From an optimization exercise on the open Yosys and OpenROAD flow, aimed at small area; shortcuts taken in it are not production practice.
In this exercise RTL edits were held to simulation tests only and were not proved equivalent to the original.
Power figures rest on the tool's default switching activity, not on a simulated workload.

==> flow/design.v (excerpt) <==
module uart_frame_parser (
    input  wire          clk,
    input  wire          rst,
    input  wire  [7:0]   rx_data,
    input  wire          rx_valid,
    output logic         rx_ready,
    output logic         frame_valid,
    input  wire          frame_ready,
    output logic [7:0]   frame_cmd,
    output logic [31:0]  frame_addr,
    output logic [511:0] frame_data,
    output logic [6:0]   frame_count,
    output logic [7:0]   frame_status,
    output logic         soft_reset
);
    typedef enum logic [2:0] {
        S_HUNT = 3'd0,
        S_CMD  = 3'd1,
        S_ADDR = 3'd2,
        S_DATA = 3'd3,
        S_CRC  = 3'd4,
        S_SHOW = 3'd5      
    } state_t;
    state_t      state;
    logic        done;        
    logic        hunt;        
    logic [7:0]  cmd_q;
    logic [7:0]  crc_q;       
    logic [6:0]  cnt_q;       
    logic [31:0] addr_q;
    logic [511:0] data_q;
    logic        accept;
    logic        is_cmd;
    logic [7:0]  crc_next;
    logic        no_data;
    logic [5:0]  last_idx;    
    logic        crc_zero;
    logic        good_reset;
    logic        cmd_inv;
    function automatic logic [7:0] crc8_next(input logic [7:0] crc, input logic [7:0] data);
        logic [7:0] c;
        c = crc ^ data;
        for (int i = 0; i < 8; i++) begin
            c = c[7] ? ((c << 1) ^ 8'h07) : (c << 1);
        end
        crc8_next = c;
    endfunction
    logic        take;
    assign done     = (state == S_SHOW);
    assign hunt     = (state == S_HUNT) || done;
    assign rx_ready = !done || frame_ready;
  ...
==> module uart_frame_parser, before the edit <==
module uart_frame_parser (
    input  wire          clk,
    input  wire          rst,
    input  wire  [7:0]   rx_data,
    input  wire          rx_valid,
    output logic         rx_ready,
    output logic         frame_valid,
    input  wire          frame_ready,
    output logic [7:0]   frame_cmd,
    output logic [31:0]  frame_addr,
    output logic [511:0] frame_data,
    output logic [6:0]   frame_count,
    output logic [7:0]   frame_status,
    output logic         soft_reset
);
    typedef enum logic [2:0] {
        S_HUNT = 3'd0,
        S_CMD  = 3'd1,
        S_ADDR = 3'd2,
        S_DATA = 3'd3,
        S_CRC  = 3'd4,
        S_SHOW = 3'd5      
    } state_t;
    state_t      state;
    logic        done;        
    logic        hunt;        
    logic [7:0]  cmd_q;
    logic [7:0]  crc_q;       
    logic [6:0]  cnt_q;       
    logic [31:0] addr_q;
    logic [511:0] data_q;
    logic        accept;
    logic        is_cmd;
    logic [7:0]  crc_next;
    logic        no_data;
    logic [5:0]  last_idx;    
    logic        crc_zero;
    logic        good_reset;
    logic        cmd_inv;
    function automatic logic [7:0] crc8_next(input logic [7:0] crc, input logic [7:0] data);
        logic [7:0] c;
        c = crc ^ data;
        for (int i = 0; i < 8; i++) begin
            c = c[7] ? ((c << 1) ^ 8'h07) : (c << 1);
        end
        crc8_next = c;
    endfunction
    logic        take;
    assign done     = (state == S_SHOW);
    assign hunt     = (state == S_HUNT) || done;
    assign rx_ready = !done || frame_ready;
    assign accept   = rx_valid && rx_ready;
    assign take     = rx_valid;
    assign is_cmd   = (state == S_CMD);
    assign crc_next = crc8_next(is_cmd ? 8'h00 : crc_q, rx_data);
    assign no_data  = cmd_q[7] || (cmd_q[5:4] == 2'd3);
    always_comb begin
        case (cmd_q[5:4])
            2'd0:    last_idx = {2'b00, cmd_q[3:0]};
            2'd1:    last_idx = {1'b0, cmd_q[3:0], 1'b1};
            default: last_idx = {cmd_q[3:0], 2'b11};
        endcase
    end
    assign crc_zero   = (crc_q == 8'h00);
    assign good_reset = (cmd_q == 8'hFF) && crc_zero;
    assign frame_valid  = done && !good_reset;
    assign soft_reset   = done && good_reset;
    assign frame_cmd    = cmd_q;
    assign frame_addr   = addr_q;
    assign frame_data   = data_q;
    assign frame_count  = cnt_q;
    assign cmd_inv      = (cmd_q[5:4] == 2'd3) && (cmd_q != 8'hFF);
    assign frame_status = {6'b0, cmd_inv, !cmd_inv && !crc_zero};
    always_ff @(posedge clk) begin
        if (rst) begin
            state <= S_HUNT;
        end else begin
            if (hunt) begin
                if (accept && rx_data == 8'hA5) state <= S_CMD;
                else if (done && (frame_ready || good_reset)) state <= S_HUNT;
            end else if (take) begin
                case (state)
                    S_CMD:  state <= (rx_data == 8'hFF) ? S_CRC : S_ADDR;
                    S_ADDR: if (cnt_q[1:0] == 2'd3) state <= no_data ? S_CRC : S_DATA;
                    S_DATA: if (cnt_q[5:0] == last_idx) state <= S_CRC;
                    default: state <= S_SHOW;
                endcase
            end
        end
    end
    always_ff @(posedge clk) begin
        if (take && !hunt) begin
            crc_q <= crc_next;
            case (state)
                S_CMD:  begin
                    cmd_q <= rx_data;
                    cnt_q <= 7'd0;
                end
                S_ADDR: cnt_q[1:0] <= cnt_q[1:0] + 2'd1;
                S_DATA: cnt_q <= cnt_q + 7'd1;
                default: ;
            endcase
        end
    end
    logic        keep;        
    logic [3:0]  aw;          
    logic [63:0] dw;          
    assign keep = !(take && is_cmd);
    logic [7:0]  drow;
    logic [7:0]  dcol;
    always_comb begin
        for (int i = 0; i < 4; i++)
            aw[i] = take && (state == S_ADDR) && (cnt_q[1:0] == i[1:0]);
        for (int j = 0; j < 8; j++) begin
            drow[j] = take && (state == S_DATA) && (cnt_q[5:3] == j[2:0]);
            dcol[j] = (cnt_q[2:0] == j[2:0]);
        end
        for (int k = 0; k < 64; k++)
            dw[k] = drow[k / 8] && dcol[k % 8];
    end
    always_ff @(posedge clk) begin
        for (int i = 0; i < 4; i++)
            addr_q[8*i +: 8] <= (rx_data & {8{aw[i]}}) | (addr_q[8*i +: 8] & {8{keep}});
        for (int k = 0; k < 64; k++)
            data_q[8*k +: 8] <= (rx_data & {8{dw[k]}}) | (data_q[8*k +: 8] & {8{keep}});
    end
endmodule
Settings: LEC_CHECK=0, ABC_AREA=1, CAP_MARGIN=20, CORE_MARGIN=2, CORE_UTILIZATION=65, SLEW_MARGIN=20; clock period 8.0 ns.
standard.sh (not shown) runs the stock make flow with config.mk's settings and CLKGATE_MAP_FILE= SYNTH_SCRIPT=/design/flow/synth_recipe.tcl, a recipe that flattens the netlist after the stock synthesis.
==> flow/flow/run.sh <==
#!/bin/bash
# Standard layout, with
#  - the port buffers made of the smallest buffer cell,
#  - over-sized logic gates with few loads downsized after placement resizing,
#  - a clock tree of clkbuf_8 leaves over clusters of about 16 registers, with no dummy loads.
set -euo pipefail
bash standard.sh \
  "BUFFER_PORTS_ARGS=-buffer_cell sky130_fd_sc_hd__buf_1" \
  "POST_RESIZE_TCL=$PWD/flow/downsize.tcl" \
  "CTS_ARGS=-sink_clustering_enable -repair_clock_nets -dont_use_dummy_load -buf_list {sky130_fd_sc_hd__clkbuf_8} -sink_clustering_size 16 -sink_clustering_max_diameter 50" \
  finish > make_finish.log 2>&1
==> flow/flow/downsize.tcl <==
# Sourced after the resize step of placement (POST_RESIZE_TCL).
# Synthesis sizes some logic gates for loads they do not have. Swap each logic
# gate that drives at most 16 pins for the size-1 (or size-0) cell of the same
# function, then let repair_design fix any slew or load it breaks.
# Registers, clock cells and tie cells are left as they are.
set db [ord::get_db]
set n 0
foreach inst [[ord::get_db_block] getInsts] {
  set mname [[$inst getMaster] getName]
  if {![regexp {^(sky130_fd_sc_hd__[a-z0-9]+)_([0-9]+)$} $mname -> base size]} continue
  if {[regexp {df|clk|conb|tap|fill|decap} $base]} continue
  set fanout 0
  foreach it [$inst getITerms] {
    if {[$it isOutputSignal] && [$it getNet] != "NULL"} {
      set fanout [llength [[$it getNet] getITerms]]
    }
  }
  if {$fanout > 16} continue
  foreach s {0 1} {
    if {$s >= $size} break
    set m [$db findMaster ${base}_$s]
    if {$m != "NULL"} {
      if {[$m getWidth] < [[$inst getMaster] getWidth]} {
        replace_cell [$inst getName] ${base}_$s
        incr n
      }
      break
    }
  }
}
puts "downsize.tcl: downsized $n instances"
estimate_parasitics -placement
repair_design_helper
The first run completed without violations.
Rerun with:
--- a/flow/design.v
+++ b/flow/design.v
@@ -54,18 +54,16 @@
 );
     typedef enum logic [2:0] {
         S_HUNT = 3'd0,
         S_CMD  = 3'd1,
         S_ADDR = 3'd2,
         S_DATA = 3'd3,
-        S_CRC  = 3'd4,
-        S_SHOW = 3'd5      
+        S_CRC  = 3'd4
     } state_t;
     state_t      state;
     logic        done;        
-    logic        hunt;        
     logic [7:0]  cmd_q;
     logic [7:0]  crc_q;       
     logic [6:0]  cnt_q;       
     logic [31:0] addr_q;
     logic [511:0] data_q;
     logic        accept;
@@ -82,14 +80,12 @@
         for (int i = 0; i < 8; i++) begin
             c = c[7] ? ((c << 1) ^ 8'h07) : (c << 1);
         end
         crc8_next = c;
     endfunction
     logic        take;
-    assign done     = (state == S_SHOW);
-    assign hunt     = (state == S_HUNT) || done;
     assign rx_ready = !done || frame_ready;
     assign accept   = rx_valid && rx_ready;
     assign take     = rx_valid;
     assign is_cmd   = (state == S_CMD);
     assign crc_next = crc8_next(is_cmd ? 8'h00 : crc_q, rx_data);
     assign no_data  = cmd_q[7] || (cmd_q[5:4] == 2'd3);
@@ -110,28 +106,32 @@
     assign frame_count  = cnt_q;
     assign cmd_inv      = (cmd_q[5:4] == 2'd3) && (cmd_q != 8'hFF);
     assign frame_status = {6'b0, cmd_inv, !cmd_inv && !crc_zero};
     always_ff @(posedge clk) begin
         if (rst) begin
             state <= S_HUNT;
+            done  <= 1'b0;
         end else begin
-            if (hunt) begin
+            if (done && (frame_ready || good_reset)) done <= 1'b0;
+            if (state == S_HUNT) begin
                 if (accept && rx_data == 8'hA5) state <= S_CMD;
-                else if (done && (frame_ready || good_reset)) state <= S_HUNT;
             end else if (take) begin
                 case (state)
                     S_CMD:  state <= (rx_data == 8'hFF) ? S_CRC : S_ADDR;
                     S_ADDR: if (cnt_q[1:0] == 2'd3) state <= no_data ? S_CRC : S_DATA;
                     S_DATA: if (cnt_q[5:0] == last_idx) state <= S_CRC;
-                    default: state <= S_SHOW;
+                    default: begin
+                        state <= S_HUNT;
+                        done  <= 1'b1;
+                    end
                 endcase
             end
         end
     end
     always_ff @(posedge clk) begin
-        if (take && !hunt) begin
+        if (take && state != S_HUNT) begin
             crc_q <= crc_next;
             case (state)
                 S_CMD:  begin
                     cmd_q <= rx_data;
                     cnt_q <= 7'd0;
                 end
What happened:
- hold slack barely changes
- sequential cell count is higher by 1
- synthesized area fell by 0.35%
- combinational power grows by about 20%
- final area barely changes
- global-route usage drops by 0.36 points
- core utilization climbs by 0.15 points

==> static timing again, ports no longer ideal <==
How much do the figures lean on ideal ports? The routed layouts below were timed once more, with nothing changed but the port constraints.
Step 1 sets driving cells, clkbuf_16 on the clock port and buf_2 on the other inputs (assumed; they add their load-dependent delay and slew).
Step 2 also shifts input and output timing later by t, the mid clock arrival at the registers, as if the neighbouring blocks saw the same clock.
a / b / c = ideal / step 1 / step 2; a / b = the first two.
run | shift t [ns] | setup WS [ns] | worst setup path at the end | worst register clock-pin slew, ns | cell pins on the clock port's net
the first run | 0.616 | 3.779 / 3.779 / 3.513 | input to register | 0.10 / 0.10 | 1
the second run | 0.623 | 4.285 / 4.235 / 3.850 | input to register | 0.10 / 0.10 | 1
After both steps every run listed still meets setup and hold. For the second run, which loses most, drivers alone change the setup slack by -0.050 ns; drivers and shift together by -0.435 ns.
